This design comes from an exercise in tuning for small area, a short achievable clock period and few clock cycles per item on the open sky130 flow, not from production work.
RTL that was checked went through simulation tests only; none was proved equivalent to the original.

## box_distance_bounds_top
module box_distance_bounds_top #(
    parameter int COORD_BITS = 24
) (
    input  logic                               clk,
    input  logic                               rst_n,
    input  logic                               in_valid,
    output logic                               in_stall,
    input  logic signed [COORD_BITS-1:0]       a_low,
    input  logic signed [COORD_BITS-1:0]       a_high,
    input  logic signed [COORD_BITS-1:0]       b_low,
    input  logic signed [COORD_BITS-1:0]       b_high,
    input  logic                               last,
    output logic                               out_valid,
    input  logic                               out_stall,
    output logic [bdb_pkg::SUM_W-1:0]          min_sq_dist,
    output logic [bdb_pkg::SUM_W-1:0]          max_sq_dist,
    output logic [bdb_pkg::ROOT_W-1:0]         min_dist,
    output logic [bdb_pkg::ROOT_W-1:0]         max_dist
);
Size in the first run: ~7600 cells after synthesis, about 350 flip-flops, ~62000 um^2 of cells after synthesis.
export LEC_CHECK = 0
export CAP_MARGIN = 20
export CORE_MARGIN = 2
export CORE_UTILIZATION = 40
export SETUP_SLACK_MARGIN = 1.5
export SLEW_MARGIN = 20
create_clock -name core_clock -period 9.0 [get_ports {clk}]
run.sh (not shown) runs the stock make flow with config.mk's settings and CLKGATE_MAP_FILE= SYNTH_SCRIPT=/design/flow/synth_recipe.tcl, a recipe that flattens the netlist after the stock synthesis.
The starting point ran to the end with no violations.
Testbench counts at the start, summed over its fixed seeds: cycles 7,240, items 800.
Rerun with:
--- a/flow/design.v
+++ b/flow/design.v
@@ -2567,23 +2567,22 @@
     localparam int V_W      = SUM_W - SQ_TOP_W;
     localparam int SQ_CYC   = V_W / NB_W;
     localparam int CNT_W  = 3;
     logic                  a_valid;
     logic                  a_last;
     logic [COORD_BITS-1:0] gap_w;
     logic [COORD_BITS-1:0] span_w;
     logic                  span_c_w;
     logic [COORD_BITS-1:0] gap_reg;
     logic [COORD_BITS-1:0] span_reg;
     logic                  span_c_reg;
-    logic [COORD_BITS-1:0] span_full;
     logic             first;
     logic             busy;
     logic             out_valid_reg;
     logic             accept;
     logic             consume;
     logic [CNT_W-1:0] cnt;
     logic [SUM_W-1:0] min_sum;
     logic [SUM_W-1:0] max_sum;
     logic [SUM_W:0]   min_add;
     logic [SUM_W:0]   max_add;
     logic [ROOT_W-1:0] min_root;
@@ -2636,57 +2635,52 @@
             begin
                 a_valid <= 1'b1;
             end
             else if (consume)
             begin
                 a_valid <= 1'b0;
             end
             if (consume)
             begin
                 first <= a_last;
             end
-            if (consume && a_last && !first)
+            if (consume && a_last)
             begin
                 busy <= 1'b1;
                 cnt  <= '0;
             end
             else if (busy)
             begin
                 cnt <= cnt + 1'b1;
                 if (cnt == CNT_W'(SQ_CYC - 1))
                 begin
                     busy          <= 1'b0;
                     out_valid_reg <= 1'b1;
                 end
             end
             if (out_valid_reg && !out_stall)
             begin
                 out_valid_reg <= 1'b0;
             end
-            if (consume && a_last && first)
-            begin
-                out_valid_reg <= 1'b1;
-            end
         end
     end
     always_ff @(posedge clk)
     begin
         if (accept)
         begin
             a_last   <= last;
             gap_reg  <= gap_w;
             span_reg   <= span_w;
             span_c_reg <= span_c_w;
         end
     end
-    assign span_full = span_reg + COORD_BITS'(span_c_reg);
     bdb_sqacc u_min_sq (
         .x   (gap_reg),
         .acc (first ? {SUM_W{1'b0}} : min_sum),
         .sum (min_add)
     );
     bdb_sqacc_c u_max_sq (
         .x   (span_reg),
         .c   (span_c_reg),
         .acc (first ? {SUM_W{1'b0}} : max_sum),
         .sum (max_add)
     );
@@ -2718,23 +2712,23 @@
         top_root = t;
     endfunction
     assign min_top = top_root(min_sat[SUM_W-1 -: SQ_TOP_W]);
     assign max_top = top_root(max_sat[SUM_W-1 -: SQ_TOP_W]);
     always_ff @(posedge clk)
     begin
         if (consume && a_last)
         begin
             min_nb_reg <= min_sat[V_W-1 -: NB_W];
             max_nb_reg <= max_sat[V_W-1 -: NB_W];
         end
-        else
+        else if (busy)
         begin
             min_nb_reg <= '0;
             max_nb_reg <= '0;
             for (int c = 0; c < SQ_CYC - 1; c++)
             begin
                 if (cnt == CNT_W'(c))
                 begin
                     min_nb_reg <= min_sum[V_W - NB_W*(c + 1) - 1 -: NB_W];
                     max_nb_reg <= max_sum[V_W - NB_W*(c + 1) - 1 -: NB_W];
                 end
             end
@@ -2758,43 +2752,34 @@
         .p_in     (max_p),
         .rem_in   (max_rem),
         .nibbles  (max_nb),
         .root_out (max_root_nx),
         .p_out    (max_p_nx),
         .rem_out  (max_rem_nx)
     );
     always_ff @(posedge clk)
     begin
         if (consume && a_last)
         begin
-            min_root <= first ? ROOT_W'(gap_reg) : ROOT_W'(min_top[11:9]);
-            max_root <= first ? ROOT_W'(span_full) : ROOT_W'(max_top[11:9]);
+            min_root <= ROOT_W'(min_top[11:9]);
+            max_root <= ROOT_W'(max_top[11:9]);
+            min_rem  <= (ROOT_W + 1)'(min_top[8:5]);
+            max_rem  <= (ROOT_W + 1)'(max_top[8:5]);
+            min_p    <= (ROOT_W + 2)'(min_top[4:0]);
+            max_p    <= (ROOT_W + 2)'(max_top[4:0]);
         end
         else if (busy)
         begin
             min_root <= min_root_nx;
             max_root <= max_root_nx;
-        end
-    end
-    always_ff @(posedge clk)
-    begin
-        if (consume && a_last)
-        begin
-            min_rem <= (ROOT_W + 1)'(min_top[8:5]);
-            max_rem <= (ROOT_W + 1)'(max_top[8:5]);
-            min_p   <= (ROOT_W + 2)'(min_top[4:0]);
-            max_p   <= (ROOT_W + 2)'(max_top[4:0]);
-        end
-        else
-        begin
-            min_rem <= min_rem_nx;
-            max_rem <= max_rem_nx;
-            min_p   <= min_p_nx;
-            max_p   <= max_p_nx;
+            min_rem  <= min_rem_nx;
+            max_rem  <= max_rem_nx;
+            min_p    <= min_p_nx;
+            max_p    <= max_p_nx;
         end
     end
     assign out_valid   = out_valid_reg;
     assign min_sq_dist = min_sum;
     assign max_sq_dist = max_sum;
     assign min_dist    = min_root;
     assign max_dist    = max_root;
 endmodule
Synthesized area rises slightly.
Routed wire length fell slightly.
Worst setup slack gets better by 35 ps.
Sequential share of layout area went down by 0.45 points.
Design area increases slightly.
Sequential cell count decreases by 2.
Clock-buffer cell count drops by 3.
Global-route usage is lower by 0.54 points.
Via count grows slightly.
Clock skew is lower by 4.2 ps.
Worst hold slack gets worse by 78 ps.
First-iteration DRC count decreases by a few percent.
Testbench counts after the change, summed over its fixed seeds: cycles 7,822, items 800.

---

Setup of north:
Another version of the RTL of box_distance_bounds_top (not shown whole).
Size: roughly 7800 cells after synthesis, roughly 63000 um2 of cells after synthesis.
==> flow/config.mk <==
export PLATFORM = sky130hd
export DESIGN_NAME = box_distance_bounds_top
export DESIGN_NICKNAME = box_distance_bounds_top
export VERILOG_FILES = /design/flow/design.v
export SDC_FILE = /design/flow/constraint.sdc
export NUM_CORES = 4
export LEC_CHECK = 0
export CAP_MARGIN = 20
export CORE_MARGIN = 2
export CORE_UTILIZATION = 40
export SETUP_SLACK_MARGIN = 1.5
export SLEW_MARGIN = 20
==> flow/constraint.sdc <==
create_clock -name core_clock -period 9.0 [get_ports {clk}]
set_input_delay 1.8000 -clock core_clock [delete_from_list [all_inputs] [get_ports {clk}]]
set_output_delay 1.8000 -clock core_clock [all_outputs]
set_load 0.01 [all_outputs]
For south, these inputs were changed with respect to north:
diff --git a/flow/design.v b/flow/design.v
--- a/flow/design.v
+++ b/flow/design.v
@@ -2558,32 +2558,31 @@
     input  logic                               out_stall,
     output logic [bdb_pkg::SUM_W-1:0]          min_sq_dist,
     output logic [bdb_pkg::SUM_W-1:0]          max_sq_dist,
     output logic [bdb_pkg::ROOT_W-1:0]         min_dist,
     output logic [bdb_pkg::ROOT_W-1:0]         max_dist
 );
     localparam int SQ_K4    = 2;
     localparam int NB_W     = 4 * SQ_K4;
     localparam int SQ_TOP_W = 6;
     localparam int V_W      = SUM_W - SQ_TOP_W;
     localparam int SQ_CYC   = V_W / NB_W;
-    localparam int CNT_W  = 3;
+    localparam int CNT_W  = $clog2(SQ_CYC + 1);
     logic                  a_valid;
     logic                  a_last;
     logic [COORD_BITS-1:0] gap_w;
     logic [COORD_BITS-1:0] span_w;
     logic                  span_c_w;
     logic [COORD_BITS-1:0] gap_reg;
     logic [COORD_BITS-1:0] span_reg;
     logic                  span_c_reg;
-    logic [COORD_BITS-1:0] span_full;
     logic             first;
     logic             busy;
     logic             out_valid_reg;
     logic             accept;
     logic             consume;
     logic [CNT_W-1:0] cnt;
     logic [SUM_W-1:0] min_sum;
     logic [SUM_W-1:0] max_sum;
     logic [SUM_W:0]   min_add;
     logic [SUM_W:0]   max_add;
     logic [ROOT_W-1:0] min_root;
@@ -2611,23 +2610,23 @@
     ) u_front (
         .a_low  (a_low),
         .a_high (a_high),
         .b_low  (b_low),
         .b_high (b_high),
         .gap    (gap_w),
         .span_m (span_w),
         .span_c (span_c_w)
     );
     assign in_stall = a_valid && (busy || out_valid_reg);
     assign accept   = in_valid && !in_stall;
-    assign consume  = a_valid && !busy && !out_valid_reg;
+    assign consume  = a_valid && !busy && !(out_valid_reg && out_stall);
     always_ff @(posedge clk or negedge rst_n)
     begin
         if (!rst_n)
         begin
             a_valid       <= 1'b0;
             first         <= 1'b1;
             busy          <= 1'b0;
             out_valid_reg <= 1'b0;
             cnt           <= '0;
         end
         else
@@ -2636,57 +2635,52 @@
             begin
                 a_valid <= 1'b1;
             end
             else if (consume)
             begin
                 a_valid <= 1'b0;
             end
             if (consume)
             begin
                 first <= a_last;
             end
-            if (consume && a_last && !first)
+            if (consume && a_last)
             begin
                 busy <= 1'b1;
                 cnt  <= '0;
             end
             else if (busy)
             begin
                 cnt <= cnt + 1'b1;
                 if (cnt == CNT_W'(SQ_CYC - 1))
                 begin
                     busy          <= 1'b0;
                     out_valid_reg <= 1'b1;
                 end
             end
             if (out_valid_reg && !out_stall)
             begin
                 out_valid_reg <= 1'b0;
             end
-            if (consume && a_last && first)
-            begin
-                out_valid_reg <= 1'b1;
-            end
         end
     end
     always_ff @(posedge clk)
     begin
         if (accept)
         begin
             a_last   <= last;
             gap_reg  <= gap_w;
             span_reg   <= span_w;
             span_c_reg <= span_c_w;
         end
     end
-    assign span_full = span_reg + COORD_BITS'(span_c_reg);
     bdb_sqacc u_min_sq (
         .x   (gap_reg),
         .acc (first ? {SUM_W{1'b0}} : min_sum),
         .sum (min_add)
     );
     bdb_sqacc_c u_max_sq (
         .x   (span_reg),
         .c   (span_c_reg),
         .acc (first ? {SUM_W{1'b0}} : max_sum),
         .sum (max_add)
     );
@@ -2718,23 +2712,23 @@
         top_root = t;
     endfunction
     assign min_top = top_root(min_sat[SUM_W-1 -: SQ_TOP_W]);
     assign max_top = top_root(max_sat[SUM_W-1 -: SQ_TOP_W]);
     always_ff @(posedge clk)
     begin
         if (consume && a_last)
         begin
             min_nb_reg <= min_sat[V_W-1 -: NB_W];
             max_nb_reg <= max_sat[V_W-1 -: NB_W];
         end
-        else
+        else if (busy)
         begin
             min_nb_reg <= '0;
             max_nb_reg <= '0;
             for (int c = 0; c < SQ_CYC - 1; c++)
             begin
                 if (cnt == CNT_W'(c))
                 begin
                     min_nb_reg <= min_sum[V_W - NB_W*(c + 1) - 1 -: NB_W];
                     max_nb_reg <= max_sum[V_W - NB_W*(c + 1) - 1 -: NB_W];
                 end
             end
@@ -2758,43 +2752,34 @@
         .p_in     (max_p),
         .rem_in   (max_rem),
         .nibbles  (max_nb),
         .root_out (max_root_nx),
         .p_out    (max_p_nx),
         .rem_out  (max_rem_nx)
     );
     always_ff @(posedge clk)
     begin
         if (consume && a_last)
         begin
-            min_root <= first ? ROOT_W'(gap_reg) : ROOT_W'(min_top[11:9]);
-            max_root <= first ? ROOT_W'(span_full) : ROOT_W'(max_top[11:9]);
+            min_root <= ROOT_W'(min_top[11:9]);
+            max_root <= ROOT_W'(max_top[11:9]);
+            min_rem  <= (ROOT_W + 1)'(min_top[8:5]);
+            max_rem  <= (ROOT_W + 1)'(max_top[8:5]);
+            min_p    <= (ROOT_W + 2)'(min_top[4:0]);
+            max_p    <= (ROOT_W + 2)'(max_top[4:0]);
         end
         else if (busy)
         begin
             min_root <= min_root_nx;
             max_root <= max_root_nx;
-        end
-    end
-    always_ff @(posedge clk)
-    begin
-        if (consume && a_last)
-        begin
-            min_rem <= (ROOT_W + 1)'(min_top[8:5]);
-            max_rem <= (ROOT_W + 1)'(max_top[8:5]);
-            min_p   <= (ROOT_W + 2)'(min_top[4:0]);
-            max_p   <= (ROOT_W + 2)'(max_top[4:0]);
-        end
-        else
-        begin
-            min_rem <= min_rem_nx;
-            max_rem <= max_rem_nx;
-            min_p   <= min_p_nx;
-            max_p   <= max_p_nx;
+            min_rem  <= min_rem_nx;
+            max_rem  <= max_rem_nx;
+            min_p    <= min_p_nx;
+            max_p    <= max_p_nx;
         end
     end
     assign out_valid   = out_valid_reg;
     assign min_sq_dist = min_sum;
     assign max_sq_dist = max_sum;
     assign min_dist    = min_root;
     assign max_dist    = max_root;
 endmodule
==> comparison <==
Compared with north, in south number of inserted diodes went down; hold slack went down; setup slack went up; maximum number of pins on one net before global-route repair went up.
Routed wire length ends up lower on south.
Slew at the pin closest to its max-slew limit down 0.18 ns in south wrt north
In terms of height of the chip, north and south differ only marginally.
Met1 track utilization from global routing: south lower than north
For the net total in the final layout, south came in 65 lower than north did.
No run of this note included a check of the RTL's function; only the layout flow was run.

## what the ideal ports hide
The results above use ideal ports. As a check the final layouts listed here were re-extracted and re-timed, cells and wires unchanged.
Step 1 assumes that a clkbuf_16 drives the clock port and a buf_2 every other input.
Step 2, shift: input delay + t, output delay - t, t = (earliest + latest rising clock arrival at the registers) / 2. This alone moves slack from input paths to output paths.
Three values: ideal, step 1, step 2; two values: the first two.
| run | shift t [ns] | setup WS [ns] | hold WS [ns] |
|---|---|---|---|
| the first run of note 1 | 0.732 | 1.635 / 1.635 / 1.090 | 0.552 / 0.552 / 0.552 |
| the second run of note 1 | 0.748 | 1.670 / 1.670 / 1.084 | 0.473 / 0.473 / 0.473 |
| north | 0.746 | 1.495 / 1.495 / 1.071 | 0.590 / 0.590 / 0.590 |
| south | 0.748 | 1.670 / 1.670 / 1.084 | 0.473 / 0.473 / 0.473 |
After both steps every run listed still meets setup and hold.
